This design comes from an exercise in tuning for small area, a short achievable clock period and few clock cycles per item on the open sky130 flow, not from production work. The RTL was checked by simulation tests, not by an equivalence proof against the original design.

==> run C: inputs <==
Design sha1_cumulative_part_digest, start of the top module:
module sha1_cumulative_part_digest (
    input  wire logic        i_clk,
    input  wire logic        i_rst_n,
    input  wire logic        psel,
    input  wire logic        penable,
    input  wire logic        pwrite,
    input  wire logic [2:0]  paddr,
    input  wire logic [31:0] pwdata,
    output logic [31:0]      prdata,
    output logic             pready,
    input  wire logic        i_push,
    output logic             o_full,
    input  wire logic [63:0] i_data_word,
    input  wire logic [3:0]  i_bytes_valid,
    input  wire logic        i_last_of_file,
    output logic             o_empty,
    input  wire logic        i_pop,
    output logic [31:0]      o_hash_a,
    output logic [31:0]      o_hash_b,
    output logic [31:0]      o_hash_c,
    output logic [31:0]      o_hash_d,
    output logic [31:0]      o_hash_e,
    output logic [31:0]      o_part_number,
    output logic [60:0]      o_end_offset,
    output logic             o_is_final,
    output logic             o_status
);
clock: 10.0 ns
lec_check: 0
abc_area: 1
cap_margin: 20
core_margin: 2
core_utilization: 40
cts_buf_list: sky130_fd_sc_hd__clkbuf_4 sky130_fd_sc_hd__clkbuf_8
place_density: 0.6
setup_slack_margin: 5
slew_margin: 20
standard.sh (not shown) runs the stock make flow with config.mk's settings and CLKGATE_MAP_FILE= SYNTH_SCRIPT=/design/flow/synth_recipe.tcl, a recipe that flattens the netlist after the stock synthesis.
==> flow/flow/run.sh <==
#!/bin/bash
# Layout: the standard flow (standard.sh) with three changes to how cells are
# picked: synthesis leaves adders to ABC instead of mapping them onto the
# library's full- and half-adder cells (ADDER_MAP_FILE empty; registers are
# untouched), the port buffers are buf_1, the smallest buffer, and clock tree
# synthesis adds no dummy loads and uses clkbuf_4 only. make's output goes to flow_standard.log; each
# ORFS step keeps its own log under orfs/logs.
set -uo pipefail
export ADDER_MAP_FILE=
export BUFFER_PORTS_ARGS="-buffer_cell sky130_fd_sc_hd__buf_1"
export CTS_ARGS="-sink_clustering_enable -repair_clock_nets -dont_use_dummy_load -buf_list {sky130_fd_sc_hd__clkbuf_4}"
bash standard.sh > flow_standard.log 2>&1
==> run P (differences from run C) <==
--- a/flow/design.v
+++ b/flow/design.v
@@ -63,15 +63,17 @@
     output logic [31:0]      o_part_number,
     output logic [60:0]      o_end_offset,
     output logic             o_is_final,
     output logic             o_status
 );
     logic [26:0] r_psize;
+    logic        r_a2;
     assign pready = 1'b1;
-    assign prdata = paddr[2] ? 32'd0 : {5'd0, r_psize};
+    assign prdata = r_a2 ? 32'd0 : {5'd0, r_psize};
     always_ff @(posedge i_clk) begin
+        r_a2 <= paddr[2];    
         if (!i_rst_n) begin
             r_psize <= scpd_pkg::PART_SIZE_RESET;
         end else if (psel && penable && pwrite && !paddr[2]) begin
             r_psize <= pwdata[26:0];
         end
     end
@@ -232,17 +234,17 @@
     function automatic logic [31:0] bk_add3(input logic [31:0] x, input logic [31:0] y,
                                             input logic [31:0] z);
         bk_add3 = bk_add(x ^ y ^ z, {(x[30:0] & y[30:0]) | (x[30:0] & z[30:0]) | (y[30:0] & z[30:0]), 1'b0});
     endfunction
     function automatic logic [31:0] fof(input logic ch, input logic maj, input logic [31:0] x,
                                         input logic [31:0] y, input logic [31:0] z);
-        logic [31:0] f;
-        if (ch)       f = (x & y) | (~x & z);
-        else if (maj) f = (x & y) | (x & z) | (y & z);
-        else          f = x ^ y ^ z;
-        fof = f;
+        logic [31:0] u, p, q;
+        u   = y ^ z;
+        q   = u & (x | {32{!(ch || maj)}});
+        p   = ch ? z : (maj ? (y & z) : x);
+        fof = p ^ q;
     endfunction
     assign kn   = c41 ? scpd_pkg::K0 : kof(r_phn);
     assign f1   = fof(r_fch, r_fmaj, r_b, r_cc, r_d);
     assign f2   = fof(r_fch, r_fmaj, r_a, {r_b[1:0], r_b[31:2]}, r_cc);
     assign t1   = {r_a[26:0], r_a[31:27]} + f1 + r_ekw;
     assign z2   = f2 + r_ekw1;
==> flow/flow/run.sh (replaced) <==
#!/bin/bash
# Layout: the standard flow (standard.sh) with two changes to the cells it
# picks: the port buffers are buf_1, the smallest buffer, and clock tree synthesis
# adds no dummy loads. make's output goes to flow_standard.log; each ORFS step
# keeps its own log under orfs/logs.
set -uo pipefail
export BUFFER_PORTS_ARGS="-buffer_cell sky130_fd_sc_hd__buf_1"
export CTS_ARGS="-sink_clustering_enable -repair_clock_nets -dont_use_dummy_load -buf_list {sky130_fd_sc_hd__clkbuf_4 sky130_fd_sc_hd__clkbuf_8}"
bash standard.sh > flow_standard.log 2>&1
==> run G (differences from run C) <==
--- a/flow/design.v
+++ b/flow/design.v
@@ -63,88 +63,84 @@
     output logic [31:0]      o_part_number,
     output logic [60:0]      o_end_offset,
     output logic             o_is_final,
     output logic             o_status
 );
     logic [26:0] r_psize;
+    logic        r_a2;
     assign pready = 1'b1;
-    assign prdata = paddr[2] ? 32'd0 : {5'd0, r_psize};
+    assign prdata = r_a2 ? 32'd0 : {5'd0, r_psize};
     always_ff @(posedge i_clk) begin
+        r_a2 <= paddr[2];    
         if (!i_rst_n) begin
             r_psize <= scpd_pkg::PART_SIZE_RESET;
         end else if (psel && penable && pwrite && !paddr[2]) begin
             r_psize <= pwdata[26:0];
         end
     end
     logic [5:0]  r_c;
     logic [1:0]  r_phn;              
     logic        r_fch, r_fmaj;      
     logic        r_run;
+    logic        r_c40, r_c41;       
     logic [31:0] w [16];
     logic [31:0] r_a, r_b, r_cc, r_d;
     logic [31:0] r_ekw, r_ekw1;      
     logic [31:0] h [5];
     logic        r_f;                
     logic        r_run_res, r_run_fin;
     logic [2:0]  r_wj;               
     logic        r_wfull;            
     logic        r_blk_res, r_blk_fin;
     logic        r_gact, r_gmark;    
     logic [60:0] r_total;            
     logic [31:0] r_pcount;           
-    logic [1:0]  r_ckind;            
+    logic        r_cfin, r_cstat;    
     logic        r_held, r_oshown;   
     logic [26:0] r_bcnt;             
     logic [3:0]  r_dn;               
+    logic [2:0]  r_dpb;              
+    logic        r_dinc;             
     logic        r_dx;               
     logic        r_dr;               
     logic [1:0]  r_dk;               
-    logic [3:0]  r_dnb;              
-    logic       tail, wr_opp, acc_ok, accept, wr_gen, wr, is_empty, complete, load;
-    logic [2:0] s;
-    logic [3:0] js;
+    logic [2:0]  r_jc;               
+    logic        r_ok;               
+    logic       wr_opp, acc_ok, accept, wr_gen, wr, adv, is_empty, complete, load;
     logic [3:0] nb;
-    assign tail   = r_run && (r_c >= 6'd34);
-    assign s      = 3'd1 - r_c[2:0];          
-    assign js     = {1'b0, r_wj} + {1'b0, s};
-    assign wr_opp = !r_wfull && (js[2:0] == 3'd7) && (!r_run || tail);
+    assign wr_opp = !r_wfull && (r_jc == 3'd7) && r_ok;
     assign acc_ok = wr_opp && !r_gact && !r_dr;
     assign o_full = !acc_ok;
     assign accept = i_push && acc_ok;
     assign wr_gen = wr_opp && r_gact;
     assign wr     = accept || wr_gen;
+    assign adv    = wr && !(accept && is_empty);    
     assign nb       = (!i_last_of_file || i_bytes_valid > 4'd8) ? 4'd8 : i_bytes_valid;
-    logic        d_empty, newf, dfin, lzero, pinc;
-    logic [3:0]  m;
-    logic [2:0]  pb;
+    logic        d_empty, newf, lzero;
     logic [4:0]  lo;
     logic [60:0] live_total;
     logic [31:0] live_pcount;
     logic [27:0] bc_inc;
     logic [26:0] bsz;
     logic        part_hit;
     logic [53:0] tw_i;
     logic [31:0] pc_i;
     logic [26:0] bc_i;
     logic        tw_co, pc_co, bc_co;
     assign d_empty = (r_dn == 4'd0) && !r_dr;
     assign newf    = r_dx && !(r_gact && d_empty);
-    assign dfin    = r_dr && (r_dk == scpd_pkg::KIND_FINAL);
-    assign m       = r_dn + {3'd0, dfin && r_dnb[3]};
-    assign pb      = (dfin && !r_dnb[3]) ? r_dnb[2:0] : 3'd0;
-    assign lo      = {1'b0, r_total[6:3]} + {1'b0, m};
+    assign lo      = {1'b0, r_total[6:3]} + {1'b0, r_dn};
     scpd_inc #(.W(54)) u_inc_total (.a(r_total[60:7]), .y(tw_i), .co(tw_co));
     scpd_inc #(.W(32)) u_inc_parts (.a(r_pcount), .y(pc_i), .co(pc_co));
     scpd_inc #(.W(27)) u_inc_blocks (.a(r_bcnt), .y(bc_i), .co(bc_co));
     always_comb begin
-        if (newf)              live_total = {54'd0, m, pb};
+        if (newf)              live_total = {54'd0, r_dn, r_dpb};
         else if (lo[4] && tw_co) live_total = scpd_pkg::TOTAL_MAX;
-        else                   live_total = {lo[4] ? tw_i : r_total[60:7], lo[3:0], r_total[2:0] | pb};
+        else                   live_total = {lo[4] ? tw_i : r_total[60:7], lo[3:0], r_total[2:0] | r_dpb};
     end
-    assign pinc        = r_dr && (r_dk != scpd_pkg::KIND_EMPTY);
-    assign live_pcount = newf ? {31'd0, pinc} : ((pinc && !pc_co) ? pc_i : r_pcount);
+    assign live_pcount = newf ? {31'd0, r_dinc} : ((r_dinc && !pc_co) ? pc_i : r_pcount);
     assign lzero       = (r_dn == 4'd0) && (newf || (r_total == 61'd0));
     assign is_empty    = i_last_of_file && (nb == 4'd0) && lzero;
     assign bc_inc      = {bc_co, bc_i};
     always_comb begin
         if (r_psize == 27'd0)                         bsz = 27'd1;
         else if (r_psize > scpd_pkg::PART_SIZE_MAX)   bsz = scpd_pkg::PART_SIZE_MAX;
@@ -167,27 +163,27 @@
     assign complete = r_wfull || ((r_wj == 3'd7) && wr);
     assign load     = !r_run && (r_c == 6'd41) && complete && (!r_oshown || i_pop);
     logic        c41, sched, hp_sh, hq_sh;
     logic [31:0] xp, xq, ivp, ivq, sp, sq;
     logic [31:0] kn, f1, f2, t1, t2, z2, wn0, wn1;
     logic [31:0] lb [5];             
-    assign c41   = !r_run && (r_c == 6'd41);
+    assign c41   = r_c41;
     assign sched = r_run && (r_c < 6'd32);
     assign lb[0] = r_f ? scpd_pkg::IV_A : h[0];
     assign lb[1] = r_f ? scpd_pkg::IV_B : h[1];
     assign lb[2] = r_f ? scpd_pkg::IV_C : h[2];
     assign lb[3] = r_f ? scpd_pkg::IV_D : h[3];
     assign lb[4] = r_f ? scpd_pkg::IV_E : h[4];
     assign hp_sh = r_run && (r_c >= 6'd38) && (r_c <= 6'd40);
     assign hq_sh = r_run && (r_c >= 6'd39) && (r_c <= 6'd40);
-    assign xp    = (r_c == 6'd40) ? r_a : {r_a[1:0], r_a[31:2]};
-    assign xq    = (r_c == 6'd40) ? r_b : {r_b[1:0], r_b[31:2]};
+    assign xp    = r_c40 ? r_a : {r_a[1:0], r_a[31:2]};
+    assign xq    = r_c40 ? r_b : {r_b[1:0], r_b[31:2]};
     assign ivp   = (r_c == 6'd38) ? scpd_pkg::IV_E : ((r_c == 6'd39) ? scpd_pkg::IV_C : scpd_pkg::IV_A);
     assign ivq   = (r_c == 6'd39) ? scpd_pkg::IV_D : scpd_pkg::IV_B;
-    assign sp    = bk_add(r_f ? ivp : h[4], xp);
-    assign sq    = bk_add(r_f ? ivq : h[3], xq);
+    assign sp    = (r_f ? ivp : h[4]) + xp;
+    assign sq    = (r_f ? ivq : h[3]) + xq;
     function automatic logic [31:0] kof(input logic [1:0] ph);
         logic [31:0] k;
         unique case (ph)
             2'd0:    k = scpd_pkg::K0;
             2'd1:    k = scpd_pkg::K1;
             2'd2:    k = scpd_pkg::K2;
@@ -206,36 +202,12 @@
                 gg[i] = gg[i] | (pp[i] & gg[i-d]);
                 pp[i] = pp[i] & pp[i-d];
             end
         end
         ks_add = p ^ {gg[30:0], 1'b0};
     endfunction
-    function automatic logic [31:0] bk_add(input logic [31:0] x, input logic [31:0] y);
-        logic [31:0] g, p, gg, pp;
-        g  = x & y;
-        p  = x ^ y;
-        gg = g;
-        pp = p;
-        for (int d = 1; d < 32; d = d * 2) begin
-            for (int i = 2 * d - 1; i < 32; i = i + 2 * d) begin
-                gg[i] = gg[i] | (pp[i] & gg[i-d]);
-                pp[i] = pp[i] & pp[i-d];
-            end
-        end
-        for (int d = 8; d >= 1; d = d / 2) begin
-            for (int i = 3 * d - 1; i < 32; i = i + 2 * d) begin
-                gg[i] = gg[i] | (pp[i] & gg[i-d]);
-                pp[i] = pp[i] & pp[i-d];
-            end
-        end
-        bk_add = p ^ {gg[30:0], 1'b0};
-    endfunction
-    function automatic logic [31:0] bk_add3(input logic [31:0] x, input logic [31:0] y,
-                                            input logic [31:0] z);
-        bk_add3 = bk_add(x ^ y ^ z, {(x[30:0] & y[30:0]) | (x[30:0] & z[30:0]) | (y[30:0] & z[30:0]), 1'b0});
-    endfunction
     function automatic logic [31:0] fof(input logic ch, input logic maj, input logic [31:0] x,
                                         input logic [31:0] y, input logic [31:0] z);
         logic [31:0] f;
         if (ch)       f = (x & y) | (~x & z);
         else if (maj) f = (x & y) | (x & z) | (y & z);
         else          f = x ^ y ^ z;
@@ -268,31 +240,55 @@
         end else begin
             r_a  <= t2;
             r_b  <= t1;
             r_cc <= {r_a[1:0], r_a[31:2]};
             r_d  <= {r_b[1:0], r_b[31:2]};
         end
-        r_ekw  <= bk_add3(c41 ? lb[4] : r_cc, kn, w[2]);
-        r_ekw1 <= bk_add3(c41 ? lb[3] : {r_b[1:0], r_b[31:2]}, kn, w[3]);
+        r_ekw  <= (c41 ? lb[4] : r_cc) + kn + w[2];
+        r_ekw1 <= (c41 ? lb[3] : {r_b[1:0], r_b[31:2]}) + kn + w[3];
         if (hp_sh) begin
             h[0] <= sp;
             h[2] <= h[0];
             h[4] <= h[2];
         end
         if (hq_sh) begin
             h[1] <= sq;
             h[3] <= h[1];
         end
     end
-    logic popping, commit;
+    logic       popping, commit, run_n;
+    logic [5:0] c_n;
+    logic [2:0] wj_n;
     assign popping = i_pop && r_oshown;
-    assign commit  = !r_held || popping;
+    assign commit  = !r_held;
+    always_comb begin
+        c_n   = r_c + 6'd1;
+        run_n = r_run;
+        if (r_run) begin
+            if (r_c == 6'd40) begin
+                run_n = 1'b0;
+                c_n   = 6'd41;
+            end
+        end else if (r_c == 6'd41) begin
+            if (load) begin
+                run_n = 1'b1;
+                c_n   = 6'd0;
+            end else begin
+                c_n = 6'd34;
+            end
+        end
+        wj_n = r_wj + {2'd0, adv};
+    end
     always_ff @(posedge i_clk) begin
         if (!i_rst_n) begin
             r_run     <= 1'b0;
             r_c       <= 6'd34;
+            r_jc      <= 3'd7;
+            r_ok      <= 1'b1;
+            r_c40     <= 1'b0;
+            r_c41     <= 1'b0;
             r_phn     <= 2'd0;
             r_fch     <= 1'b1;
             r_fmaj    <= 1'b0;
             r_f       <= 1'b1;
             r_run_res <= 1'b0;
             r_run_fin <= 1'b0;
@@ -301,51 +297,42 @@
             r_blk_res <= 1'b0;
             r_blk_fin <= 1'b0;
             r_gact    <= 1'b0;
             r_gmark   <= 1'b0;
             r_held    <= 1'b0;
             r_oshown  <= 1'b0;
-            r_ckind   <= 2'd0;
+            r_cfin    <= 1'b0;
+            r_cstat   <= 1'b0;
             r_total   <= 61'd0;
             r_pcount  <= 32'd0;
             r_bcnt    <= 27'd0;
             r_dn      <= 4'd0;
             r_dx      <= 1'b0;
             r_dr      <= 1'b0;
             r_dk      <= 2'd0;
-            r_dnb     <= 4'd0;
+            r_dpb     <= 3'd0;
+            r_dinc    <= 1'b0;
         end else begin
-            if (r_run) begin
-                if (r_c == 6'd40) begin
-                    r_run <= 1'b0;
-                    r_c   <= 6'd41;
-                    r_f   <= r_run_fin;
-                end else begin
-                    r_c <= r_c + 6'd1;
-                end
-            end else if (r_c == 6'd41) begin
-                if (load) begin
-                    r_run <= 1'b1;
-                    r_c   <= 6'd0;
-                end else begin
-                    r_c <= 6'd34;
-                end
-            end else begin
-                r_c <= r_c + 6'd1;
-            end
+            r_c40 <= (r_c == 6'd39);
+            r_c41 <= (r_c == 6'd40);
+            r_c   <= c_n;
+            r_run <= run_n;
+            r_jc  <= wj_n + 3'd1 - c_n[2:0];
+            r_ok  <= !run_n || (c_n >= 6'd34);
+            if (r_run && r_c == 6'd40) r_f <= r_run_fin;
             if (load) begin
                 r_phn  <= 2'd0;
                 r_fch   <= 1'b1;
                 r_fmaj  <= 1'b0;
             end else if (r_run) begin
                 r_fch   <= (r_phn == 2'd0);
                 r_fmaj  <= (r_phn == 2'd2);
                 if (r_c == 6'd8 || r_c == 6'd18 || r_c == 6'd28) r_phn <= r_phn + 2'd1;
             end
-            if (wr && !(accept && is_empty)) begin
-                r_wj <= r_wj + 3'd1;
+            r_wj <= wj_n;
+            if (adv) begin
                 if (r_wj == 3'd7) begin
                     r_blk_res <= res7;
                     r_blk_fin <= fin7;
                     if (!load) r_wfull <= 1'b1;
                 end
             end
@@ -356,32 +343,37 @@
             end
             if (wr_gen) begin
                 r_gmark <= 1'b0;
                 if (!r_gmark && r_wj == 3'd7) r_gact <= 1'b0;
             end
             if (commit) begin
-                r_dn <= 4'd0;
-                r_dx <= r_dr ? (r_dk != scpd_pkg::KIND_PART) : (r_dx && d_empty);
-                r_dr <= 1'b0;
+                r_dn   <= 4'd0;
+                r_dpb  <= 3'd0;
+                r_dinc <= 1'b0;
+                r_dx   <= r_dr ? (r_dk != scpd_pkg::KIND_PART) : (r_dx && d_empty);
+                r_dr   <= 1'b0;
             end
             if (accept) begin
                 if (i_last_of_file) begin
                     r_dr   <= 1'b1;
                     r_dk   <= is_empty ? scpd_pkg::KIND_EMPTY : scpd_pkg::KIND_FINAL;
-                    r_dnb  <= nb;
+                    r_dn   <= (commit ? 4'd0 : r_dn) + {3'd0, nb[3]};
+                    r_dpb  <= nb[3] ? 3'd0 : nb[2:0];
+                    r_dinc <= !is_empty;
                     r_bcnt <= 27'd0;
                     if (!is_empty) begin
                         r_gact  <= 1'b1;
                         r_gmark <= (nb == 4'd8);
                     end
                 end else begin
                     r_dn <= (commit ? 4'd0 : r_dn) + 4'd1;
                     if (r_wj == 3'd7) begin
                         if (part_hit) begin
                             r_dr   <= 1'b1;
                             r_dk   <= scpd_pkg::KIND_PART;
+                            r_dinc <= 1'b1;
                             r_bcnt <= 27'd0;
                         end else begin
                             r_bcnt <= bc_inc[26:0];
                         end
                     end
                 end
@@ -390,22 +382,23 @@
                 r_held   <= 1'b0;
                 r_oshown <= 1'b0;
             end
             if (commit) begin
                 r_total  <= live_total;
                 r_pcount <= live_pcount;
-                r_ckind  <= r_dk;
+                r_cfin   <= (r_dk != scpd_pkg::KIND_PART);
+                r_cstat  <= (r_dk == scpd_pkg::KIND_EMPTY);
                 r_held   <= r_dr;
                 if (r_dr && r_dk == scpd_pkg::KIND_EMPTY) r_oshown <= 1'b1;
             end
             if (r_run && r_c == 6'd40 && r_run_res) r_oshown <= 1'b1;
         end
     end
     assign o_empty       = !r_oshown;
-    assign o_status      = (r_ckind == scpd_pkg::KIND_EMPTY);
-    assign o_is_final    = (r_ckind != scpd_pkg::KIND_PART);
+    assign o_status      = r_cstat;
+    assign o_is_final    = r_cfin;
     assign o_hash_a      = o_status ? 32'd0 : h[0];
     assign o_hash_b      = o_status ? 32'd0 : h[1];
     assign o_hash_c      = o_status ? 32'd0 : h[2];
     assign o_hash_d      = o_status ? 32'd0 : h[3];
     assign o_hash_e      = o_status ? 32'd0 : h[4];
     assign o_part_number = r_pcount;
==> run D (differences from run C) <==
--- a/flow/design.v
+++ b/flow/design.v
@@ -76,12 +76,13 @@
         end
     end
     logic [5:0]  r_c;
     logic [1:0]  r_phn;              
     logic        r_fch, r_fmaj;      
     logic        r_run;
+    logic        r_c40, r_c41;       
     logic [31:0] w [16];
     logic [31:0] r_a, r_b, r_cc, r_d;
     logic [31:0] r_ekw, r_ekw1;      
     logic [31:0] h [5];
     logic        r_f;                
     logic        r_run_res, r_run_fin;
@@ -167,23 +168,23 @@
     assign complete = r_wfull || ((r_wj == 3'd7) && wr);
     assign load     = !r_run && (r_c == 6'd41) && complete && (!r_oshown || i_pop);
     logic        c41, sched, hp_sh, hq_sh;
     logic [31:0] xp, xq, ivp, ivq, sp, sq;
     logic [31:0] kn, f1, f2, t1, t2, z2, wn0, wn1;
     logic [31:0] lb [5];             
-    assign c41   = !r_run && (r_c == 6'd41);
+    assign c41   = r_c41;
     assign sched = r_run && (r_c < 6'd32);
     assign lb[0] = r_f ? scpd_pkg::IV_A : h[0];
     assign lb[1] = r_f ? scpd_pkg::IV_B : h[1];
     assign lb[2] = r_f ? scpd_pkg::IV_C : h[2];
     assign lb[3] = r_f ? scpd_pkg::IV_D : h[3];
     assign lb[4] = r_f ? scpd_pkg::IV_E : h[4];
     assign hp_sh = r_run && (r_c >= 6'd38) && (r_c <= 6'd40);
     assign hq_sh = r_run && (r_c >= 6'd39) && (r_c <= 6'd40);
-    assign xp    = (r_c == 6'd40) ? r_a : {r_a[1:0], r_a[31:2]};
-    assign xq    = (r_c == 6'd40) ? r_b : {r_b[1:0], r_b[31:2]};
+    assign xp    = r_c40 ? r_a : {r_a[1:0], r_a[31:2]};
+    assign xq    = r_c40 ? r_b : {r_b[1:0], r_b[31:2]};
     assign ivp   = (r_c == 6'd38) ? scpd_pkg::IV_E : ((r_c == 6'd39) ? scpd_pkg::IV_C : scpd_pkg::IV_A);
     assign ivq   = (r_c == 6'd39) ? scpd_pkg::IV_D : scpd_pkg::IV_B;
     assign sp    = bk_add(r_f ? ivp : h[4], xp);
     assign sq    = bk_add(r_f ? ivq : h[3], xq);
     function automatic logic [31:0] kof(input logic [1:0] ph);
         logic [31:0] k;
@@ -226,16 +227,12 @@
                 gg[i] = gg[i] | (pp[i] & gg[i-d]);
                 pp[i] = pp[i] & pp[i-d];
             end
         end
         bk_add = p ^ {gg[30:0], 1'b0};
     endfunction
-    function automatic logic [31:0] bk_add3(input logic [31:0] x, input logic [31:0] y,
-                                            input logic [31:0] z);
-        bk_add3 = bk_add(x ^ y ^ z, {(x[30:0] & y[30:0]) | (x[30:0] & z[30:0]) | (y[30:0] & z[30:0]), 1'b0});
-    endfunction
     function automatic logic [31:0] fof(input logic ch, input logic maj, input logic [31:0] x,
                                         input logic [31:0] y, input logic [31:0] z);
         logic [31:0] f;
         if (ch)       f = (x & y) | (~x & z);
         else if (maj) f = (x & y) | (x & z) | (y & z);
         else          f = x ^ y ^ z;
@@ -268,14 +265,14 @@
         end else begin
             r_a  <= t2;
             r_b  <= t1;
             r_cc <= {r_a[1:0], r_a[31:2]};
             r_d  <= {r_b[1:0], r_b[31:2]};
         end
-        r_ekw  <= bk_add3(c41 ? lb[4] : r_cc, kn, w[2]);
-        r_ekw1 <= bk_add3(c41 ? lb[3] : {r_b[1:0], r_b[31:2]}, kn, w[3]);
+        r_ekw  <= (c41 ? lb[4] : r_cc) + kn + w[2];
+        r_ekw1 <= (c41 ? lb[3] : {r_b[1:0], r_b[31:2]}) + kn + w[3];
         if (hp_sh) begin
             h[0] <= sp;
             h[2] <= h[0];
             h[4] <= h[2];
         end
         if (hq_sh) begin
@@ -287,12 +284,14 @@
     assign popping = i_pop && r_oshown;
     assign commit  = !r_held || popping;
     always_ff @(posedge i_clk) begin
         if (!i_rst_n) begin
             r_run     <= 1'b0;
             r_c       <= 6'd34;
+            r_c40     <= 1'b0;
+            r_c41     <= 1'b0;
             r_phn     <= 2'd0;
             r_fch     <= 1'b1;
             r_fmaj    <= 1'b0;
             r_f       <= 1'b1;
             r_run_res <= 1'b0;
             r_run_fin <= 1'b0;
@@ -311,12 +310,14 @@
             r_dn      <= 4'd0;
             r_dx      <= 1'b0;
             r_dr      <= 1'b0;
             r_dk      <= 2'd0;
             r_dnb     <= 4'd0;
         end else begin
+            r_c40 <= (r_c == 6'd39);
+            r_c41 <= (r_c == 6'd40);
             if (r_run) begin
                 if (r_c == 6'd40) begin
                     r_run <= 1'b0;
                     r_c   <= 6'd41;
                     r_f   <= r_run_fin;
                 end else begin
==> flow/flow/run.sh (replaced) <==
#!/bin/bash
# Layout: the standard flow (standard.sh) with three changes to how cells are
# picked: synthesis leaves adders to ABC instead of mapping them onto the
# library's full- and half-adder cells (ADDER_MAP_FILE empty; registers are
# untouched), the port buffers are buf_1, the smallest buffer, and clock tree
# synthesis adds no dummy loads. make's output goes to flow_standard.log; each
# ORFS step keeps its own log under orfs/logs.
set -uo pipefail
export ADDER_MAP_FILE=
export BUFFER_PORTS_ARGS="-buffer_cell sky130_fd_sc_hd__buf_1"
export CTS_ARGS="-sink_clustering_enable -repair_clock_nets -dont_use_dummy_load -buf_list {sky130_fd_sc_hd__clkbuf_4 sky130_fd_sc_hd__clkbuf_8}"
bash standard.sh > flow_standard.log 2>&1
==> run notes <==
metric                                                                            run P                      run D                      run C                      run G
Layout Skew                                                                  0.08362 ns                 0.07550 ns                  0.1389 ns                  0.1054 ns
Required time worst endpoint                                                   10.74 ns                    8.00 ns                    8.00 ns                   10.98 ns
Maximum level of the CTS H-tree                                                       4                          4                          5                          5
Die height                                                                     364.4 um                   380.7 um                   378.5 um                   382.5 um
Setup slack, reg-to-reg                                                         4.64 ns                    5.17 ns                    5.20 ns                    5.18 ns
Register bit count reported by yosys                                               1050                       1051                       1049                       1056
Clock tree sinks                                                                   1050                       1051                       1049                       1056
Number of tapcells                                                                 1742                       1890                       1876                       1890
Buffer share of cell area                                                       0.05919                    0.03206                    0.03435                    0.03260
Outcome                                                        timing/DRC/antenna clean   timing/DRC/antenna clean   timing/DRC/antenna clean   timing/DRC/antenna clean
CP max FO                                                                            12                         28                         84                         69
Multi-input logic area                                                      0.02761 mm2                0.02920 mm2                0.02855 mm2                0.02961 mm2
Met1 global-route usage                                                          0.3665                     0.3698                     0.3860                     0.4045
Synthesized netlist cell count                                                     5829                       8333                       8083                       8346
Clock buffer and inverter area fraction after layout                            0.04037                    0.04035                    0.03664                    0.03632
Overall global routing resource usage                                            0.2636                     0.2851                     0.2981                     0.3076
Buffer cell driving the clock tree root                       sky130_fd_sc_hd__clkbuf_8  sky130_fd_sc_hd__clkbuf_8  sky130_fd_sc_hd__clkbuf_4  sky130_fd_sc_hd__clkbuf_4
Sequential cell area                                                        0.02265 mm2                0.02266 mm2                0.02263 mm2                0.02280 mm2
Initial core utilization                                                         0.4022                     0.4018                     0.4025                     0.4038
Area fraction in and, or, nand and nor cells after synthesis                     0.1304                     0.2950                     0.2846                     0.2900
Buffers & Inverters on Critical Path                                                  6                          2                          3                          5
Syn_area_per_cell                                                             8.911 um2                  6.811 um2                  6.940 um2                  6.867 um2
Testbench counts of run C, summed over its fixed seeds: cycles 32,966, bytes 47,624.
Testbench counts of run P, summed over its fixed seeds: cycles 32,966, bytes 47,624.
Testbench counts of run G, summed over its fixed seeds: cycles 32,966, bytes 47,624.
Testbench counts of run D, summed over its fixed seeds: cycles 32,966, bytes 47,624.

what the ideal ports hide:
In the flow no input, the clock included, has a driving cell. The finished layouts below were timed again as built, in two steps.
Step 1: set_driving_cell puts a clkbuf_16 on i_clk and a buf_2 on each other input, an assumption about the parent block.
Step 2 adds t to the input delays and takes it off the output delays; t is the mean of the earliest and latest rising clock arrival at the registers after step 1. Input paths then give back, and output paths get back, about the clock's delay inside the block.
Slacks: no drivers / after step 1 / after step 2; pairs: no drivers / after step 1.
run | t, ns | slack for setup (ns) | hold slack, ns | worst setup path after step 2 | cell pins on the clock port's net
run C | 1.321 | 5.113 / 5.031 / 5.135 | 0.251 / 0.251 / 0.251 | input to output | 1
run P | 0.923 | 4.638 / 4.638 / 4.634 | 0.274 / 0.274 / 0.274 | input to register | 1
run G | 1.307 | 5.181 / 5.144 / 4.229 | 0.238 / 0.238 / 0.238 | input to register | 1
run D | 0.952 | 5.145 / 5.111 / 4.497 | 0.294 / 0.294 / 0.294 | input to register | 1
After both steps setup and hold are still met in every run listed. For run G, which loses most, drivers alone change the setup slack by -0.037 ns; drivers and shift together by -0.952 ns.
